This design comes from an exercise in tuning for small area on the open sky130 flow, not from production work.
Where RTL was checked, it was by simulation tests only, not by an equivalence proof against the original.
No activity file was given, so power comes from the tool's default toggle rates.

==> exp/zinc <==
==> flow/design.v <==
package tpft_pkg;
  localparam int FINGER_SLOTS = 5;
  localparam int SLOT_W       = 3;
  localparam logic [SLOT_W-1:0] LAST_SLOT = SLOT_W'(FINGER_SLOTS - 1);
  localparam int IN_TDATA_W  = 48;
  localparam int OUT_TDATA_W = 40;
  localparam int APB_ADDR_W = 4;
  localparam int APB_DATA_W = 32;
  localparam logic [3:0]  TOUCH_CODE_RST = 4'd3;
  localparam logic [3:0]  ABS_CODE_RST   = 4'd6;
  localparam logic [3:0]  REL_CODE_RST   = 4'd9;
  localparam logic [15:0] Y_LIMIT_RST    = 16'd32640;
  localparam int CMD_W = 39;
endpackage
module tpft_front (
  input  logic [47:0]                pkt_i,
  input  logic [3:0]                 touch_code_i,
  input  logic [3:0]                 abs_code_i,
  input  logic [3:0]                 rel_code_i,
  output logic [tpft_pkg::CMD_W-1:0] cmd_o
);
  logic [7:0] b0, b1, b2, b3, b4, b5;
  logic       is_touch, is_abs, is_rel;
  logic [2:0] fa, fb, abs_n;
  assign {b5, b4, b3, b2, b1, b0} = pkt_i;
  assign is_touch = (b0[3:0] == touch_code_i);
  assign is_abs   = !is_touch && (b0[3:0] == abs_code_i);
  assign is_rel   = !is_touch && !is_abs && (b0[3:0] == rel_code_i);
  assign abs_n = (b1[7] || (b1[6] && b1[5])) ? 3'd0 : b1[6:4];
  assign fa = is_rel ? ((b0[6] && b0[5]) ? 3'd0 : b0[6:4]) : {2'b11, !is_abs};
  assign fb = is_rel ? b3[6:4] : is_abs ? abs_n : {2'b00, is_touch};
  assign cmd_o = {is_abs ? b3 : b5, b4, b2,
                  is_abs ? (b5 == 8'hff) : b1[7], b1[6:0],
                  fb, fa, is_rel ? b0[7] : b0[4]};
endmodule
module tpft_queue (
  input  logic                       clk_i,
  input  logic                       rst_ni,
  input  logic                       push_i,
  input  logic [tpft_pkg::CMD_W-1:0] push_data_i,
  output logic                       full_o,
  input  logic                       pop_i,
  output logic                       valid_o,
  output logic [tpft_pkg::CMD_W-1:0] pop_data_o
);
  logic [tpft_pkg::CMD_W-1:0] mem0_q, mem1_q;
  logic [1:0]                 cnt_q;
  logic                       do_push, do_pop;
  assign full_o     = cnt_q[1];
  assign valid_o    = cnt_q[1] || cnt_q[0];
  assign do_push    = push_i && !cnt_q[1];
  assign do_pop     = pop_i;
  assign pop_data_o = mem0_q;
  always_ff @(posedge clk_i or negedge rst_ni) begin
    if (!rst_ni) begin
      cnt_q <= '0;
    end else if (do_push != do_pop) begin
      cnt_q <= do_push ? cnt_q + 2'd1 : cnt_q - 2'd1;
    end
  end
  always_ff @(posedge clk_i) begin
    if (do_pop && cnt_q[1]) begin
      mem0_q <= mem1_q;
    end else if (do_push && (!cnt_q[0] || do_pop)) begin
      mem0_q <= push_data_i;
    end
    if (do_push) begin
      mem1_q <= push_data_i;
    end
  end
endmodule
module tpft_back (
  input  logic                             clk_i,
  input  logic                             rst_ni,
  input  logic [15:0]                      y_limit_i,
  input  logic                             cmd_valid_i,
  input  logic [tpft_pkg::CMD_W-1:0]       cmd_i,
  output logic                             cmd_pop_o,
  output logic                             m_axis_tvalid_o,
  input  logic                             m_axis_tready_i,
  output logic [tpft_pkg::OUT_TDATA_W-1:0] m_axis_tdata_o,
  output logic [1:0]                       m_axis_tuser_o,
  output logic                             m_axis_tlast_o
);
  localparam int N = tpft_pkg::FINGER_SLOTS;
  logic [N-1:0][15:0]          x_q, y_q;
  logic [N-1:0]                active_q, valid_q;
  logic                        button_q;
  logic [1:0]                  fault_q;
  logic                        busy_q;
  logic                        out_valid_q;
  logic [tpft_pkg::SLOT_W-1:0] next_q;       
  logic [15:0]                 y_limit_q;    
  logic [tpft_pkg::CMD_W-1:0]  cur_q;
  logic                        load_en, step, last, pop;
  logic                        first;
  logic [tpft_pkg::SLOT_W-1:0] out_slot;
  logic        c_button;
  logic [2:0]  c_fa, c_fb;
  logic [7:0]  c_p1, c_p2, c_p4, c_p5;
  logic        c_rel, c_abs, c_touch, c_none, c_drop, c_fault;
  assign {c_p5, c_p4, c_p2, c_p1, c_fb, c_fa, c_button} = cur_q;
  assign c_rel   = !(c_fa[2] && c_fa[1]);
  assign c_abs   = (c_fa == 3'd6);
  assign c_touch = (c_fa == 3'd7) && c_fb[0];
  assign c_none  = (c_fa == 3'd7) && !c_fb[0];
  assign c_drop  = c_p1[7];
  assign c_fault = (c_rel && c_fa == 3'd0) || (c_abs && c_fb == 3'd0);
  assign load_en   = !out_valid_q || m_axis_tready_i;
  assign step      = load_en && busy_q;
  assign last      = (next_q == 3'd5);
  assign first     = (next_q == 3'd1);
  assign out_slot  = first ? tpft_pkg::LAST_SLOT : next_q - 3'd2;
  assign pop       = cmd_valid_i && (!busy_q || (step && last));
  assign cmd_pop_o = pop;
  function automatic logic [16:0] rca(input logic [15:0] a, input logic [15:0] b,
                                      input logic ci);
    logic c;
    c = ci;
    for (int i = 0; i < 16; i++) begin
      rca[i] = a[i] ^ b[i] ^ c;
      c      = (a[i] & b[i]) | (a[i] & c) | (b[i] & c);
    end
    rca[16] = c;
  endfunction
  function automatic logic [15:0] add_s9(input logic [15:0] y, input logic [8:0] d);
    logic [16:0] lo;
    logic        up, dn, ones, zeros;
    lo    = rca({7'd0, y[8:0]}, {7'd0, d}, 1'b0);
    up    = lo[9] && !d[8];
    dn    = !lo[9] && d[8];
    ones  = 1'b1;
    zeros = 1'b1;
    add_s9[8:0] = lo[8:0];
    for (int i = 9; i < 16; i++) begin
      add_s9[i] = y[i] ^ ((up && ones) || (dn && zeros));
      ones      = ones && y[i];
      zeros     = zeros && !y[i];
    end
  endfunction
  function automatic logic [16:0] sub_ge(input logic [15:0] a, input logic [15:0] b);
    logic [15:0] p, g;
    logic [4:0]  cb;
    logic        c, bg, bp;
    p     = a ^ ~b;
    g     = a & ~b;
    cb[0] = 1'b1;
    for (int k = 0; k < 4; k++) begin
      bg = 1'b0;
      bp = 1'b1;
      for (int i = 4 * k; i < 4 * k + 4; i++) begin
        bg = g[i] || (p[i] && bg);
        bp = bp && p[i];
      end
      cb[k+1] = bg || (bp && cb[k]);
    end
    for (int k = 0; k < 4; k++) begin
      c = cb[k];
      for (int i = 4 * k; i < 4 * k + 4; i++) begin
        sub_ge[i] = p[i] ^ c;
        c         = g[i] || (p[i] && c);
      end
    end
    sub_ge[16] = cb[4];
  endfunction
  logic        ma, mb, set_abs;
  logic        h_active, h_valid;
  logic [15:0] h_x, h_y;
  logic [8:0]  dx, dy;
  assign ma      = (c_fa == next_q);
  assign mb      = (c_fb == next_q);
  assign set_abs = c_abs && mb && !c_drop;
  logic        rel_a, rel_b;
  logic [16:0] sdx, sdy;
  assign rel_a = ma;
  assign rel_b = c_rel && mb;
  assign sdx   = rca({7'd0, rel_a ? {c_p1[7], c_p1} : 9'd0}, {7'd0, rel_b ? {c_p4[7], c_p4} : 9'd0}, 1'b0);
  assign sdy   = rca({7'd0, rel_a ? {c_p2[7], c_p2} : 9'd0}, {7'd0, rel_b ? {c_p5[7], c_p5} : 9'd0}, 1'b0);
  assign dx    = sdx[8:0];
  assign dy    = sdy[8:0];
  logic [7:0] bitmap;
  assign bitmap = {2'b00, c_p1[4:0], 1'b0};
  always_comb begin
    h_active = active_q[0];
    h_valid  = valid_q[0];
    if (c_touch) begin
      h_active = bitmap[next_q];
      h_valid  = valid_q[0] && bitmap[next_q];
    end
    if (c_abs && mb) begin
      h_valid = !c_drop;
    end
  end
  assign h_x     = set_abs ? {4'd0, c_p1[3:0], c_p2} : add_s9(x_q[0], dx);
  assign h_y     = set_abs ? {c_p5, c_p4}            : add_s9(y_q[0], dy);
  always_ff @(posedge clk_i or negedge rst_ni) begin
    if (!rst_ni) begin
      active_q    <= '0;
      valid_q     <= '0;
      button_q    <= 1'b0;
      busy_q      <= 1'b0;
      out_valid_q <= 1'b0;
      next_q      <= 3'd1;
    end else begin
      if (load_en) begin
        out_valid_q <= busy_q;
      end
      if (step) begin
        active_q <= {h_active, active_q[N-1:1]};
        valid_q  <= {h_valid, valid_q[N-1:1]};
        next_q   <= last ? 3'd1 : next_q + 3'd1;
        if (last) begin
          busy_q <= 1'b0;
        end
        if (first && !c_none && !(c_abs && c_fault)) begin
          button_q <= c_button;
        end
      end
      if (pop) begin
        busy_q <= 1'b1;
      end
    end
  end
  always_ff @(posedge clk_i) begin
    if (pop) begin
      cur_q <= cmd_i;
    end
    if (step) begin
      x_q     <= {h_x, x_q[N-1:1]};
      y_q     <= {h_y, y_q[N-1:1]};
      y_limit_q <= y_limit_i;
      if (first) begin
        fault_q <= {c_fault, c_none};
      end
    end
  end
  logic        tail_touch;
  logic [16:0] yd;
  assign tail_touch = active_q[N-1] && valid_q[N-1];
  assign yd = sub_ge(y_limit_q, y_q[N-1]);
  assign m_axis_tvalid_o = out_valid_q;
  assign m_axis_tdata_o  = {3'd0, button_q, (tail_touch && yd[16]) ? yd[15:0] : 16'd0,
                            tail_touch ? x_q[N-1] : 16'd0, tail_touch, out_slot};
  assign m_axis_tuser_o  = fault_q;
  assign m_axis_tlast_o  = first;
endmodule
module touchpad_packet_finger_tracker (
  input  logic                               clk_i,
  input  logic                               rst_ni,
  input  logic                               s_axis_tvalid_i,
  output logic                               s_axis_tready_o,
  input  logic [tpft_pkg::IN_TDATA_W-1:0]    s_axis_tdata_i,
  output logic                               m_axis_tvalid_o,
  input  logic                               m_axis_tready_i,
  output logic [tpft_pkg::OUT_TDATA_W-1:0]   m_axis_tdata_o,
  output logic [1:0]                         m_axis_tuser_o,
  output logic                               m_axis_tlast_o,
  input  logic                               psel,
  input  logic                               penable,
  input  logic                               pwrite,
  input  logic [tpft_pkg::APB_ADDR_W-1:0]    paddr,
  input  logic [tpft_pkg::APB_DATA_W-1:0]    pwdata,
  output logic [tpft_pkg::APB_DATA_W-1:0]    prdata,
  output logic                               pready
);
  logic [3:0]                 touch_code_q, abs_code_q, rel_code_q;
  logic [15:0]                y_limit_q;
  logic                       reg_wr;
  logic [tpft_pkg::CMD_W-1:0] front_cmd, q_cmd;
  logic                       q_full, q_valid, q_pop;
  assign pready = 1'b1;
  assign reg_wr = psel && penable && pwrite;
  always_ff @(posedge clk_i or negedge rst_ni) begin
    if (!rst_ni) begin
      touch_code_q <= tpft_pkg::TOUCH_CODE_RST;
      abs_code_q   <= tpft_pkg::ABS_CODE_RST;
      rel_code_q   <= tpft_pkg::REL_CODE_RST;
      y_limit_q    <= tpft_pkg::Y_LIMIT_RST;
    end else if (reg_wr) begin
      case (paddr[3:2])
        2'd0: touch_code_q <= pwdata[3:0];
        2'd1: abs_code_q   <= pwdata[3:0];
        2'd2: rel_code_q   <= pwdata[3:0];
        2'd3: y_limit_q    <= pwdata[15:0];
      endcase
    end
  end
  always_comb begin
    case (paddr[3:2])
      2'd0:    prdata = {28'd0, touch_code_q};
      2'd1:    prdata = {28'd0, abs_code_q};
      2'd2:    prdata = {28'd0, rel_code_q};
      default: prdata = {16'd0, y_limit_q};
    endcase
  end
  tpft_front u_front (
    .pkt_i        (s_axis_tdata_i),
    .touch_code_i (touch_code_q),
    .abs_code_i   (abs_code_q),
    .rel_code_i   (rel_code_q),
    .cmd_o        (front_cmd)
  );
  assign s_axis_tready_o = !q_full;
  tpft_queue u_queue (
    .clk_i       (clk_i),
    .rst_ni      (rst_ni),
    .push_i      (s_axis_tvalid_i),
    .push_data_i (front_cmd),
    .full_o      (q_full),
    .pop_i       (q_pop),
    .valid_o     (q_valid),
    .pop_data_o  (q_cmd)
  );
  tpft_back u_back (
    .clk_i           (clk_i),
    .rst_ni          (rst_ni),
    .y_limit_i       (y_limit_q),
    .cmd_valid_i     (q_valid),
    .cmd_i           (q_cmd),
    .cmd_pop_o       (q_pop),
    .m_axis_tvalid_o (m_axis_tvalid_o),
    .m_axis_tready_i (m_axis_tready_i),
    .m_axis_tdata_o  (m_axis_tdata_o),
    .m_axis_tuser_o  (m_axis_tuser_o),
    .m_axis_tlast_o  (m_axis_tlast_o)
  );
endmodule
==> flow/flow/run.sh <==
#!/bin/bash
# Standard layout, with the port buffers made from the smallest buffer cell,
# the synthesis buffers removed, one tie cell per constant, and a clock tree
# without dummy loads.
set -euo pipefail
export BUFFER_PORTS_ARGS="-buffer_cell sky130_fd_sc_hd__buf_1"
export REMOVE_ABC_BUFFERS=1
export SKIP_REPAIR_TIE_FANOUT=1
export CTS_ARGS="-sink_clustering_enable -repair_clock_nets -sink_clustering_size 8 -sink_clustering_max_diameter 35 -buf_list \"sky130_fd_sc_hd__clkbuf_2 sky130_fd_sc_hd__clkbuf_4\" -dont_use_dummy_load"
bash standard.sh > standard.log 2>&1
==> flow/standard.sh <==
#!/bin/bash
# synth_recipe.tcl (not shown) runs the flow's synth.tcl, then flattens the netlist and writes it again
# the make line also repeats each setting of config.mk as NAME=value (left out here)
make -C /OpenROAD-flow-scripts/flow DESIGN_CONFIG=/design/flow/config.mk WORK_HOME=/design/flow/orfs CLKGATE_MAP_FILE= SYNTH_SCRIPT=/design/flow/synth_recipe.tcl "${@:-finish}"
==> flow/config.mk <==
export PLATFORM = sky130hd
export DESIGN_NAME = touchpad_packet_finger_tracker
export DESIGN_NICKNAME = touchpad_packet_finger_tracker
export VERILOG_FILES = /design/flow/design.v
export SDC_FILE = /design/flow/constraint.sdc
export NUM_CORES = 4
export LEC_CHECK = 0
export ABC_AREA = 1
export CAP_MARGIN = 20
export CORE_MARGIN = 2
export CORE_UTILIZATION = 75
export SLEW_MARGIN = 20
==> flow/constraint.sdc <==
create_clock -name core_clock -period 8.0 [get_ports {clk_i}]
set_input_delay 1.6000 -clock core_clock [delete_from_list [all_inputs] [get_ports {clk_i}]]
set_output_delay 1.6000 -clock core_clock [all_outputs]
set_load 0.01 [all_outputs]
==> inputs of exp/sierra, as changes to exp/zinc <==
--- a/flow/design.v
+++ b/flow/design.v
@@ -10,7 +10,11 @@
   localparam logic [3:0]  ABS_CODE_RST   = 4'd6;
   localparam logic [3:0]  REL_CODE_RST   = 4'd9;
   localparam logic [15:0] Y_LIMIT_RST    = 16'd32640;
-  localparam int CMD_W = 39;
+  localparam logic [1:0] K_NONE  = 2'd0;    
+  localparam logic [1:0] K_TOUCH = 2'd1;
+  localparam logic [1:0] K_ABS   = 2'd2;
+  localparam logic [1:0] K_REL   = 2'd3;
+  localparam int CMD_W = 41;
 endpackage
 module tpft_front (
   input  logic [47:0]                pkt_i,
@@ -21,17 +25,20 @@
 );
   logic [7:0] b0, b1, b2, b3, b4, b5;
   logic       is_touch, is_abs, is_rel;
-  logic [2:0] fa, fb, abs_n;
+  logic [1:0] kind;
+  logic [2:0] sa, sb;
   assign {b5, b4, b3, b2, b1, b0} = pkt_i;
   assign is_touch = (b0[3:0] == touch_code_i);
   assign is_abs   = !is_touch && (b0[3:0] == abs_code_i);
   assign is_rel   = !is_touch && !is_abs && (b0[3:0] == rel_code_i);
-  assign abs_n = (b1[7] || (b1[6] && b1[5])) ? 3'd0 : b1[6:4];
-  assign fa = is_rel ? ((b0[6] && b0[5]) ? 3'd0 : b0[6:4]) : {2'b11, !is_abs};
-  assign fb = is_rel ? b3[6:4] : is_abs ? abs_n : {2'b00, is_touch};
-  assign cmd_o = {is_abs ? b3 : b5, b4, b2,
-                  is_abs ? (b5 == 8'hff) : b1[7], b1[6:0],
-                  fb, fa, is_rel ? b0[7] : b0[4]};
+  assign kind = is_touch ? tpft_pkg::K_TOUCH :
+                is_abs   ? tpft_pkg::K_ABS   :
+                is_rel   ? tpft_pkg::K_REL   : tpft_pkg::K_NONE;
+  assign sa = is_abs ? (b1[7] ? 3'd7 : b1[6:4] - 3'd1) : b0[6:4] - 3'd1;
+  assign sb = b3[6:4] - 3'd1;
+  assign cmd_o = {is_abs ? b3 : b5, b4, b2, b1,
+                  sb[2:1], is_abs ? (b5 == 8'hff) : sb[0],
+                  sa, is_rel ? b0[7] : b0[4], kind};
 endmodule
 module tpft_queue (
   input  logic                       clk_i,
@@ -93,24 +100,19 @@
   logic [15:0]                 y_limit_q;    
   logic [tpft_pkg::CMD_W-1:0]  cur_q;
   logic                        load_en, step, last, pop;
-  logic                        first;
-  logic [tpft_pkg::SLOT_W-1:0] out_slot;
+  logic [tpft_pkg::SLOT_W-1:0] slot_n, out_slot;
+  logic [1:0]  c_kind;
   logic        c_button;
-  logic [2:0]  c_fa, c_fb;
+  logic [2:0]  c_sa, c_sb;
   logic [7:0]  c_p1, c_p2, c_p4, c_p5;
-  logic        c_rel, c_abs, c_touch, c_none, c_drop, c_fault;
-  assign {c_p5, c_p4, c_p2, c_p1, c_fb, c_fa, c_button} = cur_q;
-  assign c_rel   = !(c_fa[2] && c_fa[1]);
-  assign c_abs   = (c_fa == 3'd6);
-  assign c_touch = (c_fa == 3'd7) && c_fb[0];
-  assign c_none  = (c_fa == 3'd7) && !c_fb[0];
-  assign c_drop  = c_p1[7];
-  assign c_fault = (c_rel && c_fa == 3'd0) || (c_abs && c_fb == 3'd0);
+  logic        c_bad;
+  assign {c_p5, c_p4, c_p2, c_p1, c_sb, c_sa, c_button, c_kind} = cur_q;
+  assign c_bad = c_sa[2] && (c_sa[1] || c_sa[0]);
   assign load_en   = !out_valid_q || m_axis_tready_i;
   assign step      = load_en && busy_q;
-  assign last      = (next_q == 3'd5);
-  assign first     = (next_q == 3'd1);
-  assign out_slot  = first ? tpft_pkg::LAST_SLOT : next_q - 3'd2;
+  assign slot_n    = next_q;
+  assign last      = (next_q == tpft_pkg::LAST_SLOT);
+  assign out_slot  = (next_q == '0) ? tpft_pkg::LAST_SLOT : next_q - 1'b1;
   assign pop       = cmd_valid_i && (!busy_q || (step && last));
   assign cmd_pop_o = pop;
   function automatic logic [16:0] rca(input logic [15:0] a, input logic [15:0] b,
@@ -167,29 +169,28 @@
   logic        h_active, h_valid;
   logic [15:0] h_x, h_y;
   logic [8:0]  dx, dy;
-  assign ma      = (c_fa == next_q);
-  assign mb      = (c_fb == next_q);
-  assign set_abs = c_abs && mb && !c_drop;
+  assign ma      = (c_sa == slot_n);
+  assign mb      = (c_sb == slot_n);
+  assign set_abs = (c_kind == tpft_pkg::K_ABS) && ma && !c_sb[0];
   logic        rel_a, rel_b;
   logic [16:0] sdx, sdy;
-  assign rel_a = ma;
-  assign rel_b = c_rel && mb;
+  assign rel_a = (c_kind == tpft_pkg::K_REL) && ma;
+  assign rel_b = (c_kind == tpft_pkg::K_REL) && mb;
   assign sdx   = rca({7'd0, rel_a ? {c_p1[7], c_p1} : 9'd0}, {7'd0, rel_b ? {c_p4[7], c_p4} : 9'd0}, 1'b0);
   assign sdy   = rca({7'd0, rel_a ? {c_p2[7], c_p2} : 9'd0}, {7'd0, rel_b ? {c_p5[7], c_p5} : 9'd0}, 1'b0);
   assign dx    = sdx[8:0];
   assign dy    = sdy[8:0];
-  logic [7:0] bitmap;
-  assign bitmap = {2'b00, c_p1[4:0], 1'b0};
   always_comb begin
     h_active = active_q[0];
     h_valid  = valid_q[0];
-    if (c_touch) begin
-      h_active = bitmap[next_q];
-      h_valid  = valid_q[0] && bitmap[next_q];
-    end
-    if (c_abs && mb) begin
-      h_valid = !c_drop;
-    end
+    case (c_kind)
+      tpft_pkg::K_TOUCH: begin
+        h_active = c_p1[slot_n];
+        h_valid  = valid_q[0] && c_p1[slot_n];
+      end
+      tpft_pkg::K_ABS: if (ma) h_valid = !c_sb[0];
+      default: ;
+    endcase
   end
   assign h_x     = set_abs ? {4'd0, c_p1[3:0], c_p2} : add_s9(x_q[0], dx);
   assign h_y     = set_abs ? {c_p5, c_p4}            : add_s9(y_q[0], dy);
@@ -200,7 +201,7 @@
       button_q    <= 1'b0;
       busy_q      <= 1'b0;
       out_valid_q <= 1'b0;
-      next_q      <= 3'd1;
+      next_q      <= '0;
     end else begin
       if (load_en) begin
         out_valid_q <= busy_q;
@@ -208,11 +209,12 @@
       if (step) begin
         active_q <= {h_active, active_q[N-1:1]};
         valid_q  <= {h_valid, valid_q[N-1:1]};
-        next_q   <= last ? 3'd1 : next_q + 3'd1;
+        next_q   <= last ? '0 : next_q + 1'b1;
         if (last) begin
           busy_q <= 1'b0;
         end
-        if (first && !c_none && !(c_abs && c_fault)) begin
+        if (slot_n == '0 && c_kind != tpft_pkg::K_NONE &&
+            !(c_kind == tpft_pkg::K_ABS && c_bad)) begin
           button_q <= c_button;
         end
       end
@@ -229,8 +231,8 @@
       x_q     <= {h_x, x_q[N-1:1]};
       y_q     <= {h_y, y_q[N-1:1]};
       y_limit_q <= y_limit_i;
-      if (first) begin
-        fault_q <= {c_fault, c_none};
+      if (slot_n == '0) begin
+        fault_q <= (c_kind == tpft_pkg::K_NONE) ? 2'd1 : (c_kind[1] && c_bad) ? 2'd2 : 2'd0;
       end
     end
   end
@@ -242,7 +244,7 @@
   assign m_axis_tdata_o  = {3'd0, button_q, (tail_touch && yd[16]) ? yd[15:0] : 16'd0,
                             tail_touch ? x_q[N-1] : 16'd0, tail_touch, out_slot};
   assign m_axis_tuser_o  = fault_q;
-  assign m_axis_tlast_o  = first;
+  assign m_axis_tlast_o  = (next_q == '0);
 endmodule
 module touchpad_packet_finger_tracker (
   input  logic                               clk_i,
==> flow/run.sh (new file) <==
#!/bin/bash
# synth_recipe.tcl (not shown) runs the flow's synth.tcl, then flattens the netlist and writes it again
# the make line also repeats each setting of config.mk as NAME=value (left out here)
make -C /OpenROAD-flow-scripts/flow DESIGN_CONFIG=/design/flow/config.mk WORK_HOME=/design/flow/orfs CLKGATE_MAP_FILE= SYNTH_SCRIPT=/design/flow/synth_recipe.tcl finish
--- a/flow/config.mk
+++ b/flow/config.mk
@@ -5,8 +5,7 @@
 export SDC_FILE = /design/flow/constraint.sdc
 export NUM_CORES = 4
 export LEC_CHECK = 0
-export ABC_AREA = 1
 export CAP_MARGIN = 20
 export CORE_MARGIN = 2
-export CORE_UTILIZATION = 75
+export CORE_UTILIZATION = 40
 export SLEW_MARGIN = 20
removed: flow/flow/run.sh
removed: flow/standard.sh
==> comparison table <==
| quantity | exp/sierra | exp/zinc |
|---|---|---|
| Outcome | finished clean | finished clean |
| Reported combinational group power | 0.000963 W | 0.00171 W |
| Met3 Resource Use GR | 2.66% | 5.30% |
| Worst Tran Pin Value | 1.03 ns | 1.04 ns |
| Initial core utilization | 40.3% | 76.0% |
| Post-layout minimum cycle time | 7.12 ns | 6.93 ns |
| Worst R2R Start | u_back.next_q[2]$_DFFE_PN0P_ | u_back.next_q[0]$_DFFE_PN1P_ |
| Number of violations reported at the end of detailed-routing iteration 0 | 486 | 635 |
| Detailed-route wire length per cell | 17.2 um | 16.5 um |
| Die height | 198 um | 144 um |
| Synthesized-area fraction occupied by ao, oa, aoi and oai cells | 1.98% | 3.96% |
| Fraction of area in multi-input gates | 24.4% | 24.1% |
| Power per cell area | 290 nW/um^2 | 365 nW/um^2 |
| Core area | 37,400 sq um | 19,300 sq um |
| Sequential share of the synthesized area | 67.7% | 68.3% |
For exp/sierra, only the layout was checked, not whether the RTL still works.

separate check: timing with driven ports:
No port has a modelled driver above. Below, the same layouts with a new extraction and two added sets of constraints. Step 1 (the two cells are an assumption about what drives the block):
set clk [get_ports {clk_i}]
set_driving_cell -lib_cell sky130_fd_sc_hd__clkbuf_16 $clk
set_driving_cell -lib_cell sky130_fd_sc_hd__buf_2 [delete_from_list [all_inputs] $clk]
Step 2 moves the port delays by t, midway between the first and last clock arrival at a register: inputs arrive t later, outputs are due t later. That takes back most of the time a late clock gives input paths. Three values: no drivers, after step 1, after step 2; two values: the first two.
run | shift t [ns] | setup WS [ns] | worst setup path at the end | worst register clock-pin slew, ns
exp/zinc | 0.679 | 1.069 / 1.069 / 1.069 | register to register | 0.09 / 0.09
exp/sierra | 0.566 | 0.883 / 0.883 / 0.883 | register to register | 0.06 / 0.06
After both steps every run listed still meets setup and hold.
